Source: an optimization exercise on an open RTL-to-GDS flow (aim: small area and a short achievable clock period). Production flows keep margins and buffers that such runs may drop. The RTL was checked by simulation tests, not by an equivalence proof against the original design.

==> flow/design.v (excerpt) <==
module reaper_exec_ctrl #(
  parameter int DIV = 2
) (
  input  logic        Fast_Clock,
  input  logic        Raw_Reset_I,
  output logic        Slow_Clock,
  input  logic [5:0]  Opcode,
  input  logic [31:0] Input_1,
  input  logic [31:0] Input_2,
  output logic [31:0] Result,
  output logic        True,
  output logic [4:0]  ALU_Op,
  output logic        Reg_Write,
  output logic        ALU_Src,
  output logic        Long_Imm,
  output logic        Mem_Write,
  output logic        Mem_To_Reg,
  output logic        Branch,
  output logic        Jump_R,
  output logic        Jump_I,
  output logic        Stack_Enable,
  output logic        Stack_Write,
  output logic        IO_Enable,
  output logic        IO_Selection,
  output logic        Halt,
  output logic        Change_Context
);
  localparam int CW = (DIV > 1) ? $clog2(DIV) : 1;
  localparam logic [CW-1:0] LAST = DIV - 1;
  logic [CW-1:0] cnt;
  logic          slow_q;
  always_ff @(posedge Fast_Clock or negedge Raw_Reset_I) begin
    if (!Raw_Reset_I) begin
      cnt    <= '0;
      slow_q <= 1'b0;
    end else if (cnt == LAST) begin
      cnt    <= '0;
      slow_q <= ~slow_q;
    end else begin
      cnt    <= cnt + 1'b1;
    end
  end
  assign Slow_Clock = slow_q;
  logic [5:0] op;
  logic [4:0] aop;
  logic rw, asrc, limm, mw, m2r, br;
  logic jr, ji, sen, swr, ioen, iosel;
  logic hlt, ctx;
  assign op = Opcode;
  logic [4:0] aop_t;
  always_comb begin
    case (op)
      6'h02: aop_t = 5'd1;
      6'h03: aop_t = 5'd2;
      6'h04: aop_t = 5'd3;
      6'h05: aop_t = 5'd4;
      6'h06: aop_t = 5'd5;
      6'h07: aop_t = 5'd6;
      6'h08: aop_t = 5'd7;
      6'h09: aop_t = 5'd8;
      6'h0A: aop_t = 5'd9;
      6'h0B: aop_t = 5'd10;
      6'h0C: aop_t = 5'd11;
      6'h0D: aop_t = 5'd12;
      6'h0E: aop_t = 5'd13;
      6'h0F: aop_t = 5'd14;
      6'h10: aop_t = 5'd15;
      6'h11: aop_t = 5'd16;
      6'h12: aop_t = 5'd17;
      6'h13: aop_t = 5'd18;
      6'h16: aop_t = 5'd12;
      6'h17: aop_t = 5'd13;
      6'h18: aop_t = 5'd14;
      6'h19: aop_t = 5'd16;
      6'h22: aop_t = 5'd1;
      6'h23: aop_t = 5'd2;
      6'h24: aop_t = 5'd3;
      6'h25: aop_t = 5'd4;
      6'h26: aop_t = 5'd5;
      6'h27: aop_t = 5'd6;
      6'h28: aop_t = 5'd7;
      6'h29: aop_t = 5'd8;
      6'h2A: aop_t = 5'd9;
      6'h2B: aop_t = 5'd10;
      6'h2C: aop_t = 5'd11;
  ...
Size: roughly 6900 cells after synthesis, about 35000 um2 of cells after synthesis.
export LEC_CHECK = 0
export ABC_AREA = 1
export CAP_MARGIN = 20
export CORE_MARGIN = 2
export CORE_UTILIZATION = 60
export PLACE_DENSITY = 0.7
export SLEW_MARGIN = 20
create_clock -name core_clock -period 190.0 [get_ports {Fast_Clock}]
standard.sh (not shown) runs the stock make flow with config.mk's settings and CLKGATE_MAP_FILE= SYNTH_SCRIPT=/design/flow/synth_recipe.tcl, a recipe that flattens the netlist after the stock synthesis.
==> flow/flow/run.sh <==
#!/bin/bash
# Own flow: the standard layout (standard.sh, with its standard synthesis
# unchanged), except that:
#  - before the floorplan step's timing repair, flow/downsize.tcl resets gate
#    sizes to the smallest and sizes up only what a setup margin of
#    FP_SETUP_MARGIN ns needs;
#  - every timing repair runs without pin swaps and gate cloning, so the
#    netlist keeps the structure of the standard synthesis;
#  - port buffering (every input and output still gets its buffer) uses
#    buf_2 cells.
# Each step's output goes to its own log file here.
set -euo pipefail
WORK=$(pwd)
export FP_SETUP_MARGIN=80
export SKIP_PIN_SWAP=1
export SKIP_GATE_CLONING=1
bash standard.sh synth > flow_synth.log 2>&1
bash standard.sh PRE_FLOORPLAN_TCL=$WORK/flow/downsize.tcl floorplan > flow_floorplan.log 2>&1
bash standard.sh "BUFFER_PORTS_ARGS=-buffer_cell sky130_fd_sc_hd__buf_2" place > flow_place.log 2>&1
bash standard.sh > flow_finish.log 2>&1
test -f out/final.def
Other scripts of this flow, unchanged in this note and not shown: flow/flow/downsize.tcl
Rerun with:
--- a/flow/design.v
+++ b/flow/design.v
@@ -203,50 +203,45 @@
         for (i = 0; i < 32; i = i + 1)
           if (((i >> l) & 1) == 1)
             y[i] = y[i] | y[((i >> l) << l) - 1];
       pfx_or = y;
     end
   endfunction
-  logic [31:0] abs_a;
-  logic [31:0] pa, pb, pt, sx, rsx;
+  logic [31:0] abs_a, abs_b;
+  logic [31:0] pa, pb, pd, rb;
   assign pa    = pfx_or(a);
+  assign pb    = pfx_or(b);
   assign abs_a = a ^ ({32{a[31]}} & {pa[30:0], 1'b0});
+  assign abs_b = b ^ ({32{b[31]}} & {pb[30:0], 1'b0});
   logic [31:0] dhz;
-  assign pb = pfx_or(b);
   always_comb
-    for (int j = 0; j < 32; j++) begin
-      sx[j]  = b[j] ^ b[31];
-      rsx[j] = sx[31-j];
-    end
-  assign pt = pfx_or(rsx);    
-  always_comb begin
-    dhz[0] = 1'b1;
-    for (int k = 1; k < 32; k++)
-      dhz[k] = ~pt[k-1] & (~b[31] | pb[31-k]);
-  end
+    for (int j = 0; j < 32; j++)
+      rb[j] = abs_b[31-j];
+  assign pd  = pfx_or(rb);
+  assign dhz = {~pd[30:0], 1'b1};
   logic [31:0] shdec;
   always_comb
     for (int k = 0; k < 32; k++)
       shdec[k] = (b[4:0] == k[4:0]);
   logic        fill;
   logic [31:0] a_rev;
   assign fill = o_sra & a[31];
   always_comb
     for (int i = 0; i < 32; i++)
       a_rev[i] = a[31-i] ^ fill;
   logic [31:0] Y, ebit, dhzm, cin, R0;
   always_comb begin
-    if (m_div)      Y = b ^ {32{~b[31]}};
+    if (m_div)      Y = ~abs_b;
     else if (m_mul) Y = a;
     else if (m_shr) Y = a_rev;
     else if (m_sh)  Y = a;
     else            Y = b ^ {32{m_subt}};
     for (int k = 0; k < 32; k++) begin
       ebit[k] = (m_mul & b[k]) | (m_sh & shdec[k]) | (m_as & (k == 0));
       dhzm[k] = m_div & dhz[k];
-      cin[k]  = (m_div & ~b[31]) | (m_as & m_subt & (k == 0));
+      cin[k]  = m_div | (m_as & m_subt & (k == 0));
     end
     if (m_div)     R0 = abs_a;
     else if (m_as) R0 = a;
     else           R0 = '0;
   end
   localparam int GS = 3;
The new run completed without violations.
Setup slack got worse by 0.27 ns.
Wire length goes down by 0.56%.
Synthesized cell count is higher by 1.8%.
Hold slack is better by 0.0097 ns.
Via count goes up by 0.43%.
Final cell count climbs by 1.6%.
Clock skew is higher by 0.0043 ns.
Clock-buffer cell count stays the same.

==> port drivers added, routing unchanged <==
Ports are ideal in the flow. The routed layouts listed here were re-timed in OpenROAD.
Step 1 sets driving cells, clkbuf_16 on the clock port and buf_2 on the other inputs (assumed; they add their load-dependent delay and slew).
Step 2, shift: input delay + t, output delay - t, t = (earliest + latest rising clock arrival at the registers) / 2. This alone moves slack from input paths to output paths.
Slacks: ideal ports / drivers / drivers and shift; pairs: ideal ports / drivers.
run	shift t [ns]	slack for setup (ns)	hold slack, ns	latest minus earliest clock arrival (ns)	worst slew at a driven data input, ns
the first run	0.245	56.608 / 56.587 / 56.587	0.442 / 0.442 / 0.442	0.002 / 0.002	0.12
the second run	0.243	56.337 / 56.318 / 56.318	0.451 / 0.451 / 0.451	0.006 / 0.006	0.09
After both steps setup and hold are still met in every run listed. The setup slack of the first run, which loses most, moves by -0.021 ns with the drivers and by -0.021 ns with both steps.
